Context: an optimization exercise on an open-source flow, tuned for small area, a short achievable clock period and few clock cycles per item. The choices shown serve that exercise and are no tape-out recipe.
Where RTL was checked, it was by simulation tests only, not by an equivalence proof against the original.

==> v16: inputs <==
==> flow/design.v (excerpt) <==
module tpu_top
(
        input  logic clk,
        input  logic rst_n,
        input  logic in_valid,
        input  logic [31:0] a,
        input  logic [31:0] b,
        input  logic out_ready,
        output logic in_ready,
        output logic [31:0] out,
        output logic out_valid,
        output logic done
);
        localparam int N = 4;
        localparam int W = 8;
        logic [1:0]     kin;             
        logic           clr;             
        logic [N-1:0]   orow;            
        logic [N*W-1:0] obuf [1:N-1];    
        logic [N*W-1:0] acc0;            
        logic [N*W-1:0] c_row [1:N-1];   
        logic first, last, ob_free, xfer, in_fire, out_fire, zero;
        assign first    = (kin == 2'd0);
        assign last     = (kin == 2'd3);
        assign ob_free  = !out_valid || (orow[N-1] && out_ready);
        assign in_ready = !clr && (first ? (!orow[0] || out_ready) :
                                   last  ? ob_free : 1'b1);
        assign in_fire  = in_valid && in_ready;
        assign xfer     = in_fire && last;
        assign out_valid = |orow;
        assign out_fire  = out_valid && out_ready;
        always_comb begin
                out = acc0 & {(N*W){orow[0]}};
                for (int r = 1; r < N; r++) begin
                        out = out | (obuf[r] & {(N*W){orow[r]}});
                end
        end
        assign zero = last || clr;
        always_ff @(posedge clk or negedge rst_n) begin
                if (!rst_n) begin
                        kin  <= 2'd0;
                        clr  <= 1'b1;
                        orow <= '0;
                        done <= 1'b0;
                end else begin
                        clr  <= 1'b0;
                        done <= out_fire && orow[N-1];
  ...
Settings: LEC_CHECK=0, CAP_MARGIN=20, CORE_MARGIN=2, CORE_UTILIZATION=40, PLACE_DENSITY=0.6, SETUP_SLACK_MARGIN=1.0, SLEW_MARGIN=20; clock period 5.0 ns.
standard.sh (not shown) runs the stock make flow with config.mk's settings and CLKGATE_MAP_FILE= SYNTH_SCRIPT=/design/flow/synth_recipe.tcl, a recipe that flattens the netlist after the stock synthesis.
==> flow/flow/run.sh <==
#!/bin/bash
# The standard layout, with the port buffers that buffer_ports inserts made of
# sky130_fd_sc_hd__buf_4 instead of the library's default pick, so the input
# ports can drive their fanout; every port still gets its own buffer.
set -euo pipefail
export BUFFER_PORTS_ARGS="-buffer_cell sky130_fd_sc_hd__buf_4"
bash standard.sh > standard.log 2>&1
==> v13: changes against v16 <==
==> flow/design.v (replaced) <==
package tpu_pkg;
        localparam int ARRAY_DIM  = 4;
        localparam int DATA_WIDTH = 8;
        typedef logic [DATA_WIDTH-1:0] elem_t;
endpackage
`timescale 1ns/10ps
module tpu_pe
(
        input  logic [7:0] a_in,
        input  logic [7:0] b_in,
        input  logic [7:0] acc_in,
        output logic [7:0] sum
);
        logic pp1, pp2, pp3, pp4, pp5, pp6, pp7, pp8, pp9, pp10, pp11, pp12, pp13, pp14, pp15, pp16, pp17, pp18, pp19, pp20, pp21, pp22, pp23, pp24, pp25, pp26, pp27, pp28, pp29, pp30, pp31, pp32, pp33, pp34, pp35, pp36, s37, c38, s39, c40, s41, c42, s43, c44, s45, c46, s47, c48, s49, c50, s51, c52, s53, c54, s55, c56, s57, c58, s59, c60, s61, c62, s63, c64, s65, c66, s67, c68, s69, c70, s71, c72, s73, c74, s75, c76, s77, c78, x79, x80, x81, x82, x83, x84, x85, x86, x87, x88, x89, x90, x91;
        logic [7:0] row0, row1;
        assign pp1 = a_in[0] & b_in[0];
        assign pp2 = a_in[0] & b_in[1];
        assign pp3 = a_in[0] & b_in[2];
        assign pp4 = a_in[0] & b_in[3];
        assign pp5 = a_in[0] & b_in[4];
        assign pp6 = a_in[0] & b_in[5];
        assign pp7 = a_in[0] & b_in[6];
        assign pp8 = a_in[0] & b_in[7];
        assign pp9 = a_in[1] & b_in[0];
        assign pp10 = a_in[1] & b_in[1];
        assign pp11 = a_in[1] & b_in[2];
        assign pp12 = a_in[1] & b_in[3];
        assign pp13 = a_in[1] & b_in[4];
        assign pp14 = a_in[1] & b_in[5];
        assign pp15 = a_in[1] & b_in[6];
        assign pp16 = a_in[2] & b_in[0];
        assign pp17 = a_in[2] & b_in[1];
        assign pp18 = a_in[2] & b_in[2];
        assign pp19 = a_in[2] & b_in[3];
        assign pp20 = a_in[2] & b_in[4];
        assign pp21 = a_in[2] & b_in[5];
        assign pp22 = a_in[3] & b_in[0];
        assign pp23 = a_in[3] & b_in[1];
        assign pp24 = a_in[3] & b_in[2];
        assign pp25 = a_in[3] & b_in[3];
        assign pp26 = a_in[3] & b_in[4];
        assign pp27 = a_in[4] & b_in[0];
        assign pp28 = a_in[4] & b_in[1];
        assign pp29 = a_in[4] & b_in[2];
        assign pp30 = a_in[4] & b_in[3];
        assign pp31 = a_in[5] & b_in[0];
        assign pp32 = a_in[5] & b_in[1];
        assign pp33 = a_in[5] & b_in[2];
        assign pp34 = a_in[6] & b_in[0];
        assign pp35 = a_in[6] & b_in[1];
        assign pp36 = a_in[7] & b_in[0];
        assign s37 = acc_in[1] ^ pp2;
        assign c38 = acc_in[1] & pp2;
        assign s39 = acc_in[2] ^ pp10 ^ pp16;
        assign c40 = (acc_in[2] & pp10) | (acc_in[2] & pp16) | (pp10 & pp16);
        assign s41 = pp3 ^ c38;
        assign c42 = pp3 & c38;
        assign s43 = acc_in[3] ^ pp11 ^ pp17;
        assign c44 = (acc_in[3] & pp11) | (acc_in[3] & pp17) | (pp11 & pp17);
        assign s45 = pp22 ^ pp4 ^ c40;
        assign c46 = (pp22 & pp4) | (pp22 & c40) | (pp4 & c40);
        assign s47 = c42 ^ s43;
        assign c48 = c42 & s43;
        assign s49 = acc_in[4] ^ pp12 ^ pp18;
        assign c50 = (acc_in[4] & pp12) | (acc_in[4] & pp18) | (pp12 & pp18);
        assign s51 = pp23 ^ pp27 ^ pp5;
        assign c52 = (pp23 & pp27) | (pp23 & pp5) | (pp27 & pp5);
        assign s53 = c44 ^ s49 ^ s51;
        assign c54 = (c44 & s49) | (c44 & s51) | (s49 & s51);
        assign s55 = c48 ^ c46;
        assign c56 = c48 & c46;
        assign s57 = acc_in[5] ^ pp13 ^ pp19;
        assign c58 = (acc_in[5] & pp13) | (acc_in[5] & pp19) | (pp13 & pp19);
        assign s59 = pp24 ^ pp28 ^ pp31;
        assign c60 = (pp24 & pp28) | (pp24 & pp31) | (pp28 & pp31);
        assign s61 = pp6 ^ c50 ^ c52;
        assign c62 = (pp6 & c50) | (pp6 & c52) | (c50 & c52);
        assign s63 = s57 ^ s59 ^ c54;
        assign c64 = (s57 & s59) | (s57 & c54) | (s59 & c54);
        assign s65 = s61 ^ c56;
        assign c66 = s61 & c56;
        assign s67 = acc_in[6] ^ pp14 ^ pp20;
        assign c68 = (acc_in[6] & pp14) | (acc_in[6] & pp20) | (pp14 & pp20);
        assign s69 = pp25 ^ pp29 ^ pp32;
        assign c70 = (pp25 & pp29) | (pp25 & pp32) | (pp29 & pp32);
        assign s71 = pp34 ^ pp7 ^ c58;
        assign c72 = (pp34 & pp7) | (pp34 & c58) | (pp7 & c58);
        assign s73 = c60 ^ s67 ^ s69;
        assign c74 = (c60 & s67) | (c60 & s69) | (s67 & s69);
        assign s75 = c62 ^ s71 ^ s73;
        assign c76 = (c62 & s71) | (c62 & s73) | (s71 & s73);
        assign s77 = c66 ^ c64;
        assign c78 = c66 & c64;
        assign x79 = acc_in[7] ^ pp15;
        assign x80 = pp21 ^ pp26;
        assign x81 = pp30 ^ pp33;
        assign x82 = pp35 ^ pp36;
        assign x83 = pp8 ^ x79;
        assign x84 = x80 ^ x81;
        assign x85 = x82 ^ c68;
        assign x86 = c70 ^ x83;
        assign x87 = x84 ^ x85;
        assign x88 = x86 ^ c72;
        assign x89 = x87 ^ c74;
        assign x90 = x88 ^ x89;
        assign x91 = x90 ^ c76;
        assign row0[0] = acc_in[0];
        assign row1[0] = pp1;
        assign row0[1] = pp9;
        assign row1[1] = s37;
        assign row0[2] = s39;
        assign row1[2] = s41;
        assign row0[3] = s47;
        assign row1[3] = s45;
        assign row0[4] = s53;
        assign row1[4] = s55;
        assign row0[5] = s65;
        assign row1[5] = s63;
        assign row0[6] = s75;
        assign row1[6] = s77;
        assign row0[7] = c78;
        assign row1[7] = x91;
        assign sum = row0 + row1;
endmodule
`timescale 1ns/10ps
module tpu_top
(
        input  logic clk,
        input  logic rst_n,
        input  logic in_valid,
        input  logic [31:0] a,
        input  logic [31:0] b,
        input  logic out_ready,
        output logic in_ready,
        output logic [31:0] out,
        output logic out_valid,
        output logic done
);
        localparam int N = 4;
        localparam int W = 8;
        logic [N*W-1:0] a_r, b_r;        
        logic           v_r;             
        logic [1:0]     k_r;             
        logic [1:0]     kin;             
        logic           clr;             
        logic [N-1:0]   orow;            
        logic [N*W-1:0] obuf [N];
        logic [N*W-1:0] c_row [N];       
        logic last, ob_free, xfer, s2_ok, adv2, in_fire, out_fire, zero;
        assign last     = (k_r == 2'd3);
        assign ob_free  = !out_valid || (orow[N-1] && out_ready);
        assign s2_ok    = !last || ob_free;
        assign adv2     = v_r && s2_ok;
        assign xfer     = v_r && last && ob_free;
        assign in_ready = !v_r || s2_ok;
        assign in_fire  = in_valid && in_ready;
        assign out_valid = |orow;
        assign out_fire  = out_valid && out_ready;
        always_comb begin
                out = '0;
                for (int r = 0; r < N; r++) begin
                        out = out | (obuf[r] & {(N*W){orow[r]}});
                end
        end
        assign zero = last || clr;
        always_ff @(posedge clk or negedge rst_n) begin
                if (!rst_n) begin
                        v_r  <= 1'b0;
                        kin  <= 2'd0;
                        clr  <= 1'b1;
                        orow <= '0;
                        done <= 1'b0;
                end else begin
                        clr  <= 1'b0;
                        done <= out_fire && orow[N-1];
                        if (in_ready) begin
                                v_r <= in_valid;
                        end
                        if (in_fire) begin
                                kin <= kin + 2'd1;
                        end
                        if (xfer) begin
                                orow <= 4'b0001;
                        end else if (out_fire) begin
                                orow <= {orow[N-2:0], 1'b0};
                        end
                end
        end
        always_ff @(posedge clk) begin
                if (in_ready) begin
                        a_r <= a;
                        b_r <= b;
                        k_r <= kin;
                end
        end
        always_ff @(posedge clk) begin
                if (xfer) begin
                        for (int r = 0; r < N; r++) begin
                                obuf[r] <= c_row[r];
                        end
                end
        end
        for (genvar i = 0; i < N; i++) begin : g_row
                for (genvar j = 0; j < N; j++) begin : g_col
                        logic [W-1:0] acc, sum;
                        tpu_pe u_pe (
                                .a_in   (a_r[(N-1-i)*W +: W]),
                                .b_in   (b_r[(N-1-j)*W +: W]),
                                .acc_in (acc),
                                .sum    (sum)
                        );
                        always_ff @(posedge clk) begin
                                if (adv2 || clr) begin
                                        acc <= zero ? 8'd0 : sum;
                                end
                        end
                        assign c_row[i][(N-1-j)*W +: W] = sum;
                end
        end
endmodule
==> flow/run.sh (new file) <==
#!/bin/bash
# synth_recipe.tcl (not shown) runs the flow's synth.tcl, then flattens the netlist and writes it again
# the make line also repeats each setting of config.mk as NAME=value (left out here)
make -C /OpenROAD-flow-scripts/flow DESIGN_CONFIG=/design/flow/config.mk WORK_HOME=/design/flow/orfs CLKGATE_MAP_FILE= SYNTH_SCRIPT=/design/flow/synth_recipe.tcl finish
--- a/flow/config.mk
+++ b/flow/config.mk
@@ -6,8 +6,7 @@
 export NUM_CORES = 4
 export LEC_CHECK = 0
 export CAP_MARGIN = 20
 export CORE_MARGIN = 2
 export CORE_UTILIZATION = 40
 export PLACE_DENSITY = 0.6
-export SETUP_SLACK_MARGIN = 1.0
 export SLEW_MARGIN = 20
removed: flow/flow/run.sh
removed: flow/standard.sh
==> v27: changes against v16 <==
==> flow/flow/run.sh (replaced) <==
#!/bin/bash
# The standard layout with two changes:
# - the port buffers that buffer_ports inserts are sky130_fd_sc_hd__buf_4 instead of the
#   library's default pick, so the input ports can drive their fanout; every port still
#   gets its own buffer;
# - synthesis is the standard flow's own script (synth_recipe.tcl) except that Yosys's synth skips its
#   generic ABC pass (-noabc), so the full and half adders written in the RTL reach
#   extract_fa as written instead of re-expressed with inverters. Everything else (the
#   -nofsm -noshare synth, flattening, renaming, flip-flop mapping and the final ABC
#   mapping) is unchanged, so the registers are the standard synthesis's.
set -euo pipefail
sed '1s/.*/proc synth {args} { yosys synth -nofsm -noshare -noabc {*}$args }/' \
        synth_recipe.tcl > noabc_synth.tcl
sed "s#SYNTH_SCRIPT=[^ ]*#SYNTH_SCRIPT=$PWD/noabc_synth.tcl#" standard.sh > standard_noabc.sh
export BUFFER_PORTS_ARGS="-buffer_cell sky130_fd_sc_hd__buf_4"
bash standard_noabc.sh > standard.log 2>&1
--- a/flow/config.mk
+++ b/flow/config.mk
@@ -5,9 +5,10 @@
 export SDC_FILE = /design/flow/constraint.sdc
 export NUM_CORES = 4
 export LEC_CHECK = 0
 export CAP_MARGIN = 20
 export CORE_MARGIN = 2
 export CORE_UTILIZATION = 40
+export CTS_BUF_LIST = sky130_fd_sc_hd__clkbuf_8
 export PLACE_DENSITY = 0.6
 export SETUP_SLACK_MARGIN = 1.0
 export SLEW_MARGIN = 20
==> qor summary <==
| item | v27 | v16 | v13 |
|---|---|---|---|
| Post-synthesis mux area share | 0.001857 | 0.001656 | 0.001065 |
| Post-layout utilization of the core | 0.4477 | 0.4520 | 0.4528 |
| Post-placement cell count | 2949 | 3270 | 3548 |
| Synthesized net count | 2710 | 2976 | 3112 |
| Number of synthesized flops with an enable pin | 224 | 224 | 322 |
| Clock network area share | 0.03175 | 0.03423 | 0.04111 |
| Net count, final | 2751 | 3000 | 3185 |
| Type of the worst setup path | in -> reg | in -> reg | reg -> reg |
| Gate count of the mapped netlist | 2176 | 2442 | 2580 |
| Combined flip-flop and latch cell area | 6928 µm² | 6928 µm² | 9896 µm² |
| Status | timing/DRC/antenna clean | timing/DRC/antenna clean | timing/DRC/antenna clean |
| Die outline area | 62640 µm² | 64340 µm² | 72610 µm² |
| Placement Rows | 90 | 91 | 97 |
| Fraction of the mapped netlist area in compound gates | 0.06245 | 0.05857 | 0.05899 |
| Initial antenna violation count | 3 | 2 | 4 |
| Adder and majority gate portion of the synthesized area | 0.3195 | 0.3110 | 0.2741 |
| Cell type of the slowest stage on the worst timing path | fa_1 | fa_1 | edfxtp_1 |
| Wire length of the first global-routing pass | 106.2 mm | 111.2 mm | 121.1 mm |
Testbench counts of v16, summed over its fixed seeds: cycles 1,328, jobs 320.
Testbench counts of v27, summed over its fixed seeds: cycles 1,328, jobs 320.
No functional check of the RTL was part of v13.

port drivers added, routing unchanged:
In the flow no input, the clock included, has a driving cell. The finished layouts below were timed again as built, in two steps. Step 1: set_driving_cell puts a clkbuf_16 on clk and a buf_2 on each other input, an assumption about the parent block. Step 2 times the ports against the registers' clock, not the clock port: input delays grow and output delays shrink by t, the midpoint of the rising clock arrivals with the driver on. a / b / c = no drivers / after step 1 / after step 2; a / b = the first two.
run	t, ns	setup WS [ns]	worst setup path at the end	slew at the worst register clock pin (ns)
v16	0.643	1.235 / 1.271 / 0.628	input to register	0.06 / 0.06
v13	0.627	0.734 / 0.734 / 0.734	register to register	0.07 / 0.07
v27	0.705	1.300 / 1.286 / 0.581	input to register	0.07 / 0.07
After both steps every run listed still meets setup and hold. For v27, which loses most, drivers alone change the setup slack by -0.014 ns; drivers and shift together by -0.719 ns.
